Source: an optimization exercise on an open RTL-to-GDS flow (aim: small area, a short achievable clock period and few clock cycles per item). Production flows keep margins and buffers that such runs may drop.
Where RTL was checked, it was by simulation tests only, not by an equivalence proof against the original.
Power and IR drop assume default switching activity.

Setup of north:
Design motor_speed_pi_pid_control_core, start of the top module:
module motor_speed_pi_pid_control_core #(
    parameter int SAMPLE_WIDTH   = 16,
    parameter int GAIN_FRAC_BITS = 8,
    parameter int ACC_WIDTH      = 48
) (
    input  wire logic                                   i_clk,
    input  wire logic                                   i_rst_n,
    input  wire logic                                   i_s_axis_tvalid,
    output      logic                                   o_s_axis_tready,
    input  wire logic [((2*SAMPLE_WIDTH+1+7)/8)*8-1:0]  i_s_axis_tdata,
    output      logic                                   o_m_axis_tvalid,
    input  wire logic                                   i_m_axis_tready,
    output      logic [mspc_pkg::OUT_DATA_W-1:0]        o_m_axis_tdata,
    input  wire logic                                   i_cfg_we,
    input  wire logic [mspc_pkg::CFG_ADDR_W-1:0]        i_cfg_addr,
    input  wire logic [mspc_pkg::CFG_DATA_W-1:0]        i_cfg_wdata
);
Size in the first run: ~380 flip-flops, roughly 90 I/O pins, about 38000 um^2 of cells after synthesis.
export LEC_CHECK = 0
export ABC_AREA = 1
export CAP_MARGIN = 20
export CORE_MARGIN = 2
export CORE_UTILIZATION = 55
export CTS_CLUSTER_DIAMETER = 100
export CTS_CLUSTER_SIZE = 20
export PLACE_DENSITY = 0.7
export SLEW_MARGIN = 20
create_clock -name core_clock -period 20.0 [get_ports {i_clk}]
standard.sh (not shown) runs the stock make flow with config.mk's settings and CLKGATE_MAP_FILE= SYNTH_SCRIPT=/design/flow/synth_recipe.tcl, a recipe that flattens the netlist after the stock synthesis.
==> flow/flow/run.sh <==
#!/bin/bash
set -euo pipefail
MARGIN=${MARGIN:-14.7}
sed 's/yosys synth -nofsm -noshare/yosys synth -nofsm -noshare -noabc/' synth_recipe.tcl > synth_noabc.tcl
bash standard.sh SYNTH_SCRIPT="$PWD/synth_noabc.tcl" SYNTH_OPERATIONS_ARGS=-booth SETUP_SLACK_MARGIN=$MARGIN \
    "BUFFER_PORTS_ARGS=-buffer_cell sky130_fd_sc_hd__buf_2" finish > standard_flow.log 2>&1
Testbench counts of north, summed over its fixed seeds: cycles 19,416, items 19,200.
Inputs modified between north and south:
--- a/flow/design.v
+++ b/flow/design.v
@@ -200,15 +200,19 @@
     logic signed [16:0] w_l17;
     logic [15:0]       w_lim16;
     assign w_neg   = i_mode ? w_neg1 : w_neg0;
     assign w_big   = i_mode ? w_big1 : w_big0;
     assign w_t     = i_mode ? i_raw[15:0] : w_t0;
     assign w_t17   = {w_t[15], w_t};
     assign w_l17   = {2'b00, i_limit};
-    assign w_over  = w_neg ? (w_t17 < -w_l17) : (w_t17 > w_l17);
+    logic [16:0]       w_m17;
+    logic [17:0]       w_cmp;
+    assign w_m17   = w_t17 ^ {17{w_t17[16]}};
+    assign w_cmp   = {1'b0, w_m17} + {1'b0, ~w_l17} + {17'd0, w_t17[16]};
+    assign w_over  = w_cmp[17];
     assign w_lim16 = {1'b0, i_limit};
     assign o_clamped = w_big | w_over;
     assign o_drive   = o_clamped ? (w_neg ? (~w_lim16 + 16'd1) : w_lim16) : w_t;
 endmodule
 `default_nettype wire
 `default_nettype none
 module mspc_mul3 (
@@ -1671,23 +1675,22 @@
     logic [EW:0]   w_isum;
     logic [EW:0]   w_ilim;
     logic [15:0]   w_inext;
     assign w_step0 = w_en && r0_v && r0_run;
     assign w_diff  = {r0_e[EW-1], r0_e} - {r_pa[EW-1], r_pa};
     assign w_isum  = {{2{r_i[15]}}, r_i} + {r0_e[EW-1], r0_e};
     assign w_ilim  = {3'b000, c_int_limit};
-    always_comb begin
-        if ($signed(w_isum) > $signed(w_ilim)) begin
-            w_inext = w_ilim[15:0];
-        end else if ($signed(w_isum) < -$signed(w_ilim)) begin
-            w_inext = 16'(-w_ilim);
-        end else begin
-            w_inext = w_isum[15:0];
-        end
-    end
+    logic          w_ineg, w_iclamp;
+    logic [EW:0]   w_im;
+    logic [EW+1:0] w_icmp;
+    assign w_ineg   = w_isum[EW];
+    assign w_im     = w_isum ^ {(EW+1){w_ineg}};
+    assign w_icmp   = {1'b0, w_im} + {1'b0, ~w_ilim} + {{(EW+1){1'b0}}, w_ineg};
+    assign w_iclamp = w_icmp[EW+1];
+    assign w_inext  = w_iclamp ? (w_ineg ? 16'(-w_ilim) : w_ilim[15:0]) : w_isum[15:0];
     always_ff @(posedge i_clk) begin
         if (!i_rst_n) begin
             r_pa <= '0;
             r_pb <= '0;
         end else if (c_swap) begin
             r_pa <= r_pb;
             r_pb <= r_pa;
[summary]
south vs. north: area of the die went down by 2.1%.
Higher fraction of the mapped netlist area in adder cells was reported by north, not south.
Run comparison: south capture point of the critical path r0_e[14]; north capture point of the critical path r2_b[19]
south: all stages complete, timing, DRC and antenna checks passed
Compared to north, south has worst supply voltage drop on vdd about 30% higher.
Comparing south and north, the lower count of cell instances traversed by the critical path was measured on south.
Number of non-filler instances in the completed layout on south is down relative to north.
Relative to north, the combinational power measured on south has increased by a few percent.
Width of the die: south vs north down 1.1%
Testbench counts of south, summed over its fixed seeds: cycles 19,416, items 19,200.

---

Setup of v6:
Another version of the RTL of motor_speed_pi_pid_control_core (not shown whole).
For scale: about 5100 cells after synthesis, roughly 390 flip-flops, about 90 I/O pins, about 42000 sq um of cells after synthesis.
==> module mspc_inc_pi, before the edit <==
module mspc_inc_pi (
    input  wire logic                            i_clk,
    input  wire logic                            i_rst_n,
    input  wire logic                            i_step,
    input  wire logic [mspc_pkg::SUM_W-1:0]      i_a,
    input  wire logic [mspc_pkg::SUM_W-1:0]      i_b,
    output      logic [mspc_pkg::SUM_W-1:0]      o_sum,
    output      logic [mspc_pkg::ACC_W-1:0]      o_acc
);
    localparam int AW = mspc_pkg::ACC_W;
    localparam int SW = mspc_pkg::SUM_W;
    localparam int HW = AW - SW;
    logic [SW:0]   w_ab;
    logic [SW-1:0] w_cs_s, w_cs_c;
    logic [SW+1:0] w_t;
    logic          w_ks0, w_ks1, w_ks2;
    logic [HW-1:0] w_hi, w_hi_inc, w_hi_dec, w_hi_next;
    logic          w_up, w_dn, w_ovf_p, w_ovf_n;
    logic [AW-1:0] w_next;
    assign w_ab      = {1'b0, i_a} + {1'b0, i_b};
    assign o_sum     = w_ab[SW-1:0];
    assign w_cs_s    = o_acc[SW-1:0] ^ i_a ^ i_b;
    assign w_cs_c    = (o_acc[SW-1:0] & i_a) | (o_acc[SW-1:0] & i_b) | (i_a & i_b);
    assign w_t       = {2'b00, w_cs_s} + {1'b0, w_cs_c, 1'b0};
    assign w_ks1     = w_ab[SW] ^ w_ab[SW-1];
    assign w_ks2     = w_ab[SW] & w_ab[SW-1];
    assign w_ks0     = ~(w_ab[SW] | w_ab[SW-1]);
    assign w_up      = (w_t[SW] & w_ks0) | (w_t[SW+1] & w_ks1);
    assign w_dn      = (~w_t[SW] & ~w_t[SW+1] & w_ks1) | (w_t[SW] & w_ks2);
    assign w_hi      = o_acc[AW-1:SW];
    for (genvar i = 0; i < HW; i++) begin : g_incdec
        if (i == 0) begin : g_lsb
            assign w_hi_inc[i] = ~w_hi[i];
            assign w_hi_dec[i] = ~w_hi[i];
        end else begin : g_bit
            assign w_hi_inc[i] = w_hi[i] ^ (&w_hi[i-1:0]);
            assign w_hi_dec[i] = w_hi[i] ^ ~(|w_hi[i-1:0]);
        end
    end
    assign w_hi_next = w_up ? w_hi_inc : (w_dn ? w_hi_dec : w_hi);
    assign w_ovf_p   = w_up & (w_hi == {1'b0, {(HW-1){1'b1}}});
    assign w_ovf_n   = w_dn & (w_hi == {1'b1, {(HW-1){1'b0}}});
    assign w_next    = w_ovf_p ? {1'b0, {(AW-1){1'b1}}}
                     : w_ovf_n ? {1'b1, {(AW-1){1'b0}}}
                     : {w_hi_next, w_t[SW-1:0]};
    always_ff @(posedge i_clk) begin
        if (!i_rst_n) begin
            o_acc <= '0;
        end else if (i_step) begin
            o_acc <= w_next;
        end
    end
endmodule
==> flow/config.mk <==
export PLATFORM = sky130hd
export DESIGN_NAME = motor_speed_pi_pid_control_core
export DESIGN_NICKNAME = motor_speed_pi_pid_control_core
export VERILOG_FILES = /design/flow/design.v
export SDC_FILE = /design/flow/constraint.sdc
export NUM_CORES = 4
export LEC_CHECK = 0
export ABC_AREA = 1
export CAP_MARGIN = 20
export CORE_MARGIN = 2
export CORE_UTILIZATION = 55
export PLACE_DENSITY = 0.7
export SLEW_MARGIN = 20
==> flow/constraint.sdc <==
create_clock -name core_clock -period 20.0 [get_ports {i_clk}]
set_input_delay 4.0000 -clock core_clock [delete_from_list [all_inputs] [get_ports {i_clk}]]
set_output_delay 4.0000 -clock core_clock [all_outputs]
set_load 0.01 [all_outputs]
==> flow/flow/run.sh <==
#!/bin/bash
set -euo pipefail
MARGIN=${MARGIN:-14.5}
sed 's/yosys synth -nofsm -noshare/yosys synth -nofsm -noshare -noabc/' synth_recipe.tcl > synth_noabc.tcl
bash standard.sh SYNTH_SCRIPT="$PWD/synth_noabc.tcl" SETUP_SLACK_MARGIN=$MARGIN finish > standard_flow.log 2>&1
Testbench counts of v6, summed over its fixed seeds: cycles 19,416, items 19,200.
Relative to v6, the following input files were edited for v7:
--- a/flow/design.v
+++ b/flow/design.v
@@ -113,26 +113,19 @@
 );
     localparam int AW = mspc_pkg::ACC_W;
     localparam int SW = mspc_pkg::SUM_W;
     localparam int HW = AW - SW;
     logic [SW:0]   w_ab;
-    logic [SW-1:0] w_cs_s, w_cs_c;
-    logic [SW+1:0] w_t;
-    logic          w_ks0, w_ks1, w_ks2;
+    logic [SW:0]   w_t;
     logic [HW-1:0] w_hi, w_hi_inc, w_hi_dec, w_hi_next;
     logic          w_up, w_dn, w_ovf_p, w_ovf_n;
     logic [AW-1:0] w_next;
     assign w_ab      = {1'b0, i_a} + {1'b0, i_b};
     assign o_sum     = w_ab[SW-1:0];
-    assign w_cs_s    = o_acc[SW-1:0] ^ i_a ^ i_b;
-    assign w_cs_c    = (o_acc[SW-1:0] & i_a) | (o_acc[SW-1:0] & i_b) | (i_a & i_b);
-    assign w_t       = {2'b00, w_cs_s} + {1'b0, w_cs_c, 1'b0};
-    assign w_ks1     = w_ab[SW] ^ w_ab[SW-1];
-    assign w_ks2     = w_ab[SW] & w_ab[SW-1];
-    assign w_ks0     = ~(w_ab[SW] | w_ab[SW-1]);
-    assign w_up      = (w_t[SW] & w_ks0) | (w_t[SW+1] & w_ks1);
-    assign w_dn      = (~w_t[SW] & ~w_t[SW+1] & w_ks1) | (w_t[SW] & w_ks2);
+    assign w_t       = {1'b0, o_acc[SW-1:0]} + {1'b0, o_sum};
+    assign w_up      = w_t[SW] & ~o_sum[SW-1];
+    assign w_dn      = ~w_t[SW] & o_sum[SW-1];
     assign w_hi      = o_acc[AW-1:SW];
     for (genvar i = 0; i < HW; i++) begin : g_incdec
         if (i == 0) begin : g_lsb
             assign w_hi_inc[i] = ~w_hi[i];
             assign w_hi_dec[i] = ~w_hi[i];
==> comparison <==
In the flow results for v7 and v6, the number of instances in the synthesized netlist is smaller on v7. The post-CTS setup repair buffer count in v6 is 0.41 times that in v7. v7 gives more depth of the critical timing path with buffers and inverters included than v6 did. Die area, v7 vs v6: down by a few percent. Taking v6 as the reference point, the sequential portion of the cell area of v7 rises by 0.15 points. Relative to v6, XOR/XNOR share of the synthesized area has increased by 0.27 points in v7. Between v7 and v6, effective utilization at floorplan is lower for v7, v6 comes in above that. The higher global-route usage came out of v7. Measured against each other, v7 and v6 differ in average cell area after synthesis, the higher figure coming from v7. The core of v7 is more densely filled than that of v6. For v6, the endpoint of the worst setup timing path was o_m_axis_tdata[15], unlike v7, where it was r2_b[16]. v7 vs v6, internal power went down by 72 uW.
No functional check of the RTL was part of v7.

-- what the ideal ports hide --
No port has a modelled driver above. Below, the same layouts with a new extraction and two added sets of constraints.
Step 1 assumes that a clkbuf_16 drives the clock port and a buf_2 every other input.
Step 2, shift: input delay + t, output delay - t, t = (earliest + latest rising clock arrival at the registers) / 2. This alone moves slack from input paths to output paths.
a / b / c = ideal / step 1 / step 2; a / b = the first two.
run	t (ns)	setup WS [ns]	hold WS [ns]	worst data-port slew with drivers (ns)
north	0.653	14.766 / 14.746 / 14.191	0.439 / 0.439 / 0.439	0.04
south	0.659	14.707 / 14.715 / 14.062	0.428 / 0.428 / 0.428	0.05
v6	0.651	14.545 / 14.478 / 14.188	0.421 / 0.421 / 0.421	0.05
v7	0.653	14.508 / 14.470 / 14.132	0.430 / 0.430 / 0.430	0.05
After both steps every run listed still meets setup and hold. For south, which loses most, drivers alone change the setup slack by +0.008 ns; drivers and shift together by -0.645 ns.
